From an optimization exercise on the open Yosys and OpenROAD flow, aimed at small area; shortcuts taken in it are not production practice. Only simulation tests tie the RTL to the original design; equivalence was not proved. The flow treats the clock pin as an ideal source, which a real chip does not have.

==> ember <==
## core_monitor_top
module core_monitor_top (
	input  logic                             clk,
	input  logic                             rst,
	input  logic [fault_pkg::LUT_SRC_W-1:0]  lut_err,
	input  logic [fault_pkg::BRAM_SRC_W-1:0] bram_err,
	input  logic [fault_pkg::ECC_SRC_W-1:0]  ecc_err,
	input  logic                             xc_error_mode,    
	output logic                             luterr,
	output logic                             bramerr,
	output logic                             sb_ecc,
	output logic                             error1_led,
	output logic                             error2_led,
	input  trace_pkg::trace_record_t         trace_in,
	output trace_pkg::trace_record_t         trace_out,
	output logic                             trace_valid
);
	sticky_fault_flag #(.WIDTH(fault_pkg::LUT_SRC_W)) u_lut_flag (
		.clk (clk),
		.rst (rst),
		.err (lut_err),
		.flag(luterr)
	);
	sticky_fault_flag #(.WIDTH(fault_pkg::BRAM_SRC_W)) u_bram_flag (
		.clk (clk),
		.rst (rst),
		.err (bram_err),
		.flag(bramerr)
	);
	sticky_fault_flag #(.WIDTH(fault_pkg::ECC_SRC_W)) u_ecc_flag (
		.clk (clk),
		.rst (rst),
		.err (ecc_err),
		.flag(sb_ecc)
	);
	sticky_fault_flag #(.WIDTH(1)) u_xc_flag (
		.clk (clk),
		.rst (rst),
		.err (xc_error_mode),
		.flag(error1_led)
	);
	assign error2_led = luterr | bramerr | sb_ecc;
	flight_recorder u_recorder (
		.clk        (clk),
		.rst        (rst),
  ...
==> module flight_recorder, before the edit <==
module flight_recorder (
	input  logic                     clk,
	input  logic                     rst,
	input  trace_pkg::trace_record_t trace_in,
	output trace_pkg::trace_record_t trace_out,
	output logic                     trace_valid
);
	logic [4:0] taken;
	logic       inc;
	assign trace_valid = taken[4] & taken[3] & taken[1];
	assign inc         = ~trace_valid;
	always_ff @(posedge clk) begin
		if (rst)
			taken <= '0;
		else begin
			taken[0] <= taken[0] ^ inc;
			taken[1] <= taken[1] ^ (inc & taken[0]);
			taken[2] <= taken[2] ^ (inc & taken[0] & taken[1]);
			taken[3] <= taken[3] ^ (inc & taken[0] & taken[1] & taken[2]);
			taken[4] <= taken[4] ^ (inc & taken[0] & taken[1] & taken[2] & taken[3]);
		end
	end
	trace_fifo #(
		.DEPTH(trace_pkg::FR_DELAY)
	) u_fifo (
		.clk    (clk),
		.wr_data(trace_in),
		.rd_data(trace_out)
	);
endmodule
export LEC_CHECK = 0
export CAP_MARGIN = 20
export CORE_MARGIN = 2
export CORE_UTILIZATION = 70
export PLACE_DENSITY = 0.8
export SLEW_MARGIN = 20
create_clock -name core_clock -period 5.0 [get_ports {clk}]
standard.sh (not shown) runs the stock make flow with config.mk's settings and CLKGATE_MAP_FILE= SYNTH_SCRIPT=/design/flow/synth_recipe.tcl, a recipe that flattens the netlist after the stock synthesis.
==> flow/flow/run.sh <==
#!/bin/bash
set -uo pipefail
export BUFFER_PORTS_ARGS="-buffer_cell sky130_fd_sc_hd__buf_1"
RES=orfs/results/$FLOW_PLATFORM/core_monitor_top/base
LOGS=orfs/logs/$FLOW_PLATFORM/core_monitor_top/base
cts_args() {
	echo "-sink_clustering_enable -repair_clock_nets -dont_use_dummy_load -sink_clustering_size $1 -sink_clustering_max_diameter $2"
}
export CTS_ARGS="$(cts_args 40 80)"
bash standard.sh place > flow_place.log 2>&1
for cfg in "38 80" "37 80" "36 80" "35 80" "34 80" "33 80" "32 80" "30 80" "30 60" "26 60"; do
	set -- $cfg
	export CTS_ARGS="$(cts_args $1 $2)"
	bash standard.sh clean_cts clean_route clean_finish > flow_clean_$1_$2.log 2>&1
	rm -f out/final.def
	bash standard.sh finish > flow_$1_$2.log 2>&1 || continue
	mkdir -p attempt_$1_$2 && cp -r $LOGS/. attempt_$1_$2/
	RES=$RES openroad -no_init -exit flow/clkslew.tcl > clkslew_$1_$2.log 2>&1 || continue
	s=$(awk '/^CLKSLEW/ {print $2}' clkslew_$1_$2.log)
	echo "cluster $1 diameter $2: clock pin slew $s" >> attempts.log
	if awk -v s="$s" 'BEGIN { exit !(s != "" && s <= 0.1245) }'; then
		break
	fi
done
test -f out/final.def
==> flow/flow/clkslew.tcl <==
# Prints the largest clock-pin slew over all flip-flops of the final layout,
# with the extracted parasitics, as "CLKSLEW <ns>".
set res $::env(RES)
read_liberty $::env(FLOW_HOME)/platforms/sky130hd/lib/sky130_fd_sc_hd__tt_025C_1v80.lib
read_db $res/6_final.odb
read_sdc $res/6_final.sdc
read_spef $res/6_final.spef
set_propagated_clock [all_clocks]
set mx 0
foreach p [get_pins -of_objects [all_registers] -filter "direction==input"] {
  if {[get_property $p name] != "CLK"} continue
  set s [get_property $p slew_max]
  if {$s > $mx} { set mx $s }
}
puts "CLKSLEW $mx"
==> delta: changes against ember <==
--- a/flow/design.v
+++ b/flow/design.v
@@ -92,6 +92,4 @@
 );
-	logic [4:0] taken;
-	logic       inc;
-	assign trace_valid = taken[4] & taken[3] & taken[1];
-	assign inc         = ~trace_valid;
+	localparam int CW = $clog2(trace_pkg::FR_DELAY + 1);
+	logic [CW-1:0] taken;
 	always_ff @(posedge clk) begin
@@ -99,10 +97,6 @@
 			taken <= '0;
-		else begin
-			taken[0] <= taken[0] ^ inc;
-			taken[1] <= taken[1] ^ (inc & taken[0]);
-			taken[2] <= taken[2] ^ (inc & taken[0] & taken[1]);
-			taken[3] <= taken[3] ^ (inc & taken[0] & taken[1] & taken[2]);
-			taken[4] <= taken[4] ^ (inc & taken[0] & taken[1] & taken[2] & taken[3]);
-		end
+		else if (taken != CW'(trace_pkg::FR_DELAY))
+			taken <= taken + 1'b1;
 	end
+	assign trace_valid = (taken == CW'(trace_pkg::FR_DELAY));
 	trace_fifo #(
==> flow/run.sh (new file) <==
#!/bin/bash
# synth_recipe.tcl (not shown) runs the flow's synth.tcl, then flattens the netlist and writes it again
# the make line also repeats each setting of config.mk as NAME=value (left out here)
make -C /OpenROAD-flow-scripts/flow DESIGN_CONFIG=/design/flow/config.mk WORK_HOME=/design/flow/orfs CLKGATE_MAP_FILE= SYNTH_SCRIPT=/design/flow/synth_recipe.tcl finish
removed: flow/flow/run.sh
removed: flow/flow/clkslew.tcl
removed: flow/standard.sh
==> yarrow: changes against ember <==
--- a/flow/design.v
+++ b/flow/design.v
@@ -92,6 +92,4 @@
 );
-	logic [4:0] taken;
-	logic       inc;
-	assign trace_valid = taken[4] & taken[3] & taken[1];
-	assign inc         = ~trace_valid;
+	localparam int CW = $clog2(trace_pkg::FR_DELAY + 1);
+	logic [CW-1:0] taken;
 	always_ff @(posedge clk) begin
@@ -99,10 +97,6 @@
 			taken <= '0;
-		else begin
-			taken[0] <= taken[0] ^ inc;
-			taken[1] <= taken[1] ^ (inc & taken[0]);
-			taken[2] <= taken[2] ^ (inc & taken[0] & taken[1]);
-			taken[3] <= taken[3] ^ (inc & taken[0] & taken[1] & taken[2]);
-			taken[4] <= taken[4] ^ (inc & taken[0] & taken[1] & taken[2] & taken[3]);
-		end
+		else if (taken != CW'(trace_pkg::FR_DELAY))
+			taken <= taken + 1'b1;
 	end
+	assign trace_valid = (taken == CW'(trace_pkg::FR_DELAY));
 	trace_fifo #(
==> flow/flow/run.sh (replaced) <==
#!/bin/bash
# The standard layout, with plain buf_1 cells as the port buffers and a
# clock tree without dummy loads and with larger sink clusters.
# make's full output goes to flow.log; ORFS keeps each step's log under orfs/logs.
set -euo pipefail
export BUFFER_PORTS_ARGS="-buffer_cell sky130_fd_sc_hd__buf_1"
export CTS_ARGS="-sink_clustering_enable -repair_clock_nets -dont_use_dummy_load -sink_clustering_size 35 -sink_clustering_max_diameter 80"
bash standard.sh > flow.log 2>&1
removed: flow/flow/clkslew.tcl
==> results.yml <==
final_layout:
  stdcell_area_um2: 59100
timing:
  finalClockSkew_ns: 0.0518
route:
  met2_wirelength_mm: 33.1
  viasPerCell: 4.08
yosys:
  netlist_instances: 2748
  synth_top_area_frac: 0.997
outcome:
  status: "finished clean"
the above is filed under ember

==> results.yml <==
final_layout:
  fillers: 3038
outcome:
  status: "finished clean"
route:
  viasPerCell: 4.27
  met2_wirelength_mm: 42.5
global_route:
  overflow: 0
yosys:
  synth_top_area_frac: 0.995
floorplanning:
  die_area_um2: 80300
timing:
  finalClockSkew_ns: 0.0361
the above is filed under delta

==> results.yml <==
timing:
  finalClockSkew_ns: 0.0289
outcome:
  status: "finished clean"
final_layout:
  stdcell_area_um2: 59000
  layout.nets: 3203
yosys:
  netlist_instances: 2757
route:
  met2_wirelength_mm: 32.1
the above is filed under yarrow

-- what the ideal ports hide --
The results above use ideal ports. As a check the final layouts listed here were re-extracted and re-timed, cells and wires unchanged.
Step 1, drivers: a clkbuf_16 drives clk and a buf_2 each remaining input, both assumed.
Step 2 times the ports against the registers' clock, not the clock port: input delays grow and output delays shrink by t, the midpoint of the rising clock arrivals with the driver on.
a / b / c = no drivers / after step 1 / after step 2; a / b = the first two.
| run | t, ns | setup slack, ns | worst slew at a driven data input, ns |
|---|---|---|---|
| ember | 0.701 | 2.534 / 2.475 / 2.901 | 0.29 |
| delta | 0.831 | 1.656 / 1.597 / 2.164 | 0.06 |
| yarrow | 0.710 | 2.192 / 2.130 / 2.840 | 0.06 |
After both steps setup and hold are still met in every run listed.
